From an optimization exercise on the open Yosys and OpenROAD flow, aimed at small area; shortcuts taken in it are not production practice. The RTL was checked by simulation tests, not by an equivalence proof against the original design.

==> flow/design.v (excerpt) <==
module terrain_gen #(
    parameter logic [7:0] MIN_H         = 8'd80,
    parameter logic [7:0] MAX_H         = 8'd115,
    parameter logic [2:0] GROUND_COLOUR = 3'b010
) (
    input  logic       CLOCK_50,
    input  logic       resetn,
    input  logic       start,
    input  logic [7:0] seed,
    input  logic       query_valid,
    input  logic [7:0] query_x,
    output logic [7:0] height,
    output logic       height_valid,
    output logic       ready,
    output logic       busy,
    output logic [7:0] vga_x,
    output logic [6:0] vga_y,
    output logic [2:0] vga_colour,
    output logic       vga_plot
);
    localparam logic [1:0] IDLE = 2'b00, READY = 2'b01, GEN = 2'b10, DRAW = 2'b11;
    logic [1:0] state_q, state_d;
    logic [7:0] cnt_q, cnt_d;       
    logic [5:0] h_q, h_d;           
    logic       hv_q, hv_d;
    logic [7:0] pos_q, pos_d;       
    logic       found_q, found_d;
    logic [4:0] acc_q, acc_d;       
    logic       s_gen, s_draw, s_ready;
    assign s_gen   = (state_q == GEN);
    assign s_draw  = (state_q == DRAW);
    assign s_ready = (state_q == READY);
    function automatic logic [4:0] rom(input logic [7:0] i);
        case (i)
            8'd0: rom = 5'd11;
            8'd1: rom = 5'd11;
            8'd2: rom = 5'd11;
            8'd3: rom = 5'd11;
            8'd4: rom = 5'd12;
            8'd5: rom = 5'd13;
            8'd6: rom = 5'd13;
            8'd7: rom = 5'd12;
            8'd8: rom = 5'd11;
            8'd9: rom = 5'd10;
  ...
clock: 10.0 ns
lec_check: 0
cap_margin: 20
core_margin: 2
core_utilization: 40
cts_buf_list: sky130_fd_sc_hd__clkbuf_4
cts_cluster_size: 10
gpl_timing_driven: 0
slew_margin: 20
standard.sh (not shown) runs the stock make flow with config.mk's settings and CLKGATE_MAP_FILE= SYNTH_SCRIPT=/design/flow/synth_recipe.tcl, a recipe that flattens the netlist after the stock synthesis.
==> flow/flow/run.sh <==
#!/bin/bash
# Layout flow: the standard flow (standard.sh), with these changes:
#  - synthesis maps the logic with an area-oriented ABC script (flow/abc.script: logic
#    restructuring, choice computation, area mapping) instead of ORFS's speed script;
#    everything else in synthesis is the standard script (synth_recipe.tcl steps: -nofsm
#    -noshare, flatten, rename), so the registers are the standard ones;
#  - synthesis leaves adders to ABC (no full/half-adder cell extraction) and inserts no
#    buffers on pass-through wires (port buffering below gives every port its own buffer);
#  - port buffers use the smallest buffer (buf_1); every port still gets its buffer.
set -euo pipefail
HERE=$(pwd)
export MY_WORK=$HERE/flow_work
export MY_ABC_SCRIPT=$HERE/flow/abc.script
mkdir -p "$MY_WORK"
sed "s#SYNTH_SCRIPT=[^ ]*#SYNTH_SCRIPT=$HERE/flow/synth.tcl#" standard.sh > my_standard.sh
grep -q "SYNTH_SCRIPT=$HERE/flow/synth.tcl" my_standard.sh
export BUFFER_PORTS_ARGS="-buffer_cell sky130_fd_sc_hd__buf_1"
bash my_standard.sh ADDER_MAP_FILE= SYNTH_INSBUF=0 synth > synth.log 2>&1
bash my_standard.sh finish > layout.log 2>&1
==> flow/flow/abc.script <==
strash
balance -l
resub -K 6 -l
rewrite -l
resub -K 6 -N 2 -l
refactor -l
resub -K 8 -l
balance -l
resub -K 8 -N 2 -l
rewrite -l
resub -K 10 -l
rewrite -z -l
resub -K 10 -N 2 -l
balance -l
resub -K 12 -l
refactor -z -l
resub -K 12 -N 2 -l
rewrite -z -l
balance -l
&get -n
&deepsyn -T 60
&put
balance -l
resub -K 6 -l
rewrite -l
resub -K 6 -N 2 -l
refactor -l
resub -K 8 -l
balance -l
resub -K 8 -N 2 -l
rewrite -l
resub -K 10 -l
rewrite -z -l
resub -K 10 -N 2 -l
balance -l
resub -K 12 -l
refactor -z -l
resub -K 12 -N 2 -l
rewrite -z -l
balance -l
dch -f
amap
Other scripts of this flow, unchanged in this note and not shown: flow/flow/synth.tcl
The first run completed without violations.
Change:
--- a/flow/flow/run.sh
+++ b/flow/flow/run.sh
@@ -9 +9 @@
-#  - port buffers use the smallest buffer (buf_1); every port still gets its buffer.
+#  - port buffers use the smallest buffer (buf_1); every port still gets its buffer;
@@ -17,0 +18 @@
+export CTS_ARGS="-sink_clustering_enable -repair_clock_nets -sink_clustering_size 16 -buf_list sky130_fd_sc_hd__clkbuf_4 -dont_use_dummy_load"
--- a/flow/flow/abc.script
+++ b/flow/flow/abc.script
@@ -21 +21 @@
-&deepsyn -T 60
+&deepsyn -T 240
Settings changed: CTS_CLUSTER_SIZE 10 to 16.
What happened: The changed run produced a clean layout; synthesized cell count decreases by 4.1%; worst setup slack got worse by 230 ps; cell count decreases by 4.0%; routed wire length climbs by 1.1%; clock-buffer cell count went down by 1.
Change:
--- a/flow/flow/run.sh
+++ b/flow/flow/run.sh
@@ -9 +9 @@
-#  - port buffers use the smallest buffer (buf_1); every port still gets its buffer;
+#  - port buffers use the smallest buffer (buf_1); every port still gets its buffer.
@@ -18 +17,0 @@
-export CTS_ARGS="-sink_clustering_enable -repair_clock_nets -sink_clustering_size 16 -buf_list sky130_fd_sc_hd__clkbuf_4 -dont_use_dummy_load"
Settings changed: CTS_CLUSTER_SIZE 16 to 10.
Routed wire length barely changes.
Worst setup slack gets better by 48 ps.
Change:
--- a/flow/flow/run.sh
+++ b/flow/flow/run.sh
@@ -9 +9 @@
-#  - port buffers use the smallest buffer (buf_1); every port still gets its buffer.
+#  - port buffers use the smallest buffer (buf_1); every port still gets its buffer;
@@ -17,0 +18 @@
+export CTS_ARGS="-sink_clustering_enable -repair_clock_nets -sink_clustering_size 10 -buf_list sky130_fd_sc_hd__clkbuf_4 -dont_use_dummy_load"
Effect: Register-to-register slack degrades by 50 ps; wire length hardly moves; setup slack degrades by 48 ps; final area decreases by 1.4%; die area does not change; sequential share of layout area increases by 0.35 points; worst hold slack barely changes; global-route usage stays flat; non-clock buffer count is unchanged.
Change:
--- a/flow/flow/run.sh
+++ b/flow/flow/run.sh
@@ -18 +18 @@
-export CTS_ARGS="-sink_clustering_enable -repair_clock_nets -sink_clustering_size 10 -buf_list sky130_fd_sc_hd__clkbuf_4 -dont_use_dummy_load"
+export CTS_ARGS="-sink_clustering_enable -repair_clock_nets -sink_clustering_size 12 -buf_list sky130_fd_sc_hd__clkbuf_4 -dont_use_dummy_load"
Settings changed: CTS_CLUSTER_SIZE 10 to 12.
Result: The changed run produced a clean layout. Setup slack does not change. Sequential share of layout area stays the same.

re-timing with driven ports:
The results above use ideal ports. As a check the final layouts listed here were re-extracted and re-timed, cells and wires unchanged.
Step 1 assumes that a clkbuf_16 drives the clock port and a buf_2 every other input.
Step 2 moves the port delays by t, midway between the first and last clock arrival at a register: inputs arrive t later, outputs are due t later. That takes back most of the time a late clock gives input paths.
a / b / c = ideal ports / drivers / drivers and shift; a / b = the first two.
| run | t, ns | setup WS [ns] | pins driven straight from the clock port |
|---|---|---|---|
| the first run | 0.350 | 1.274 / 1.274 / 1.274 | 1 |
| the second run | 0.349 | 1.047 / 1.047 / 1.047 | 1 |
| the third run | 0.357 | 1.096 / 1.096 / 1.096 | 1 |
| the fourth run | 0.349 | 1.047 / 1.047 / 1.047 | 1 |
| the fifth run | 0.349 | 1.047 / 1.047 / 1.047 | 1 |
After both steps every run listed still meets setup and hold.
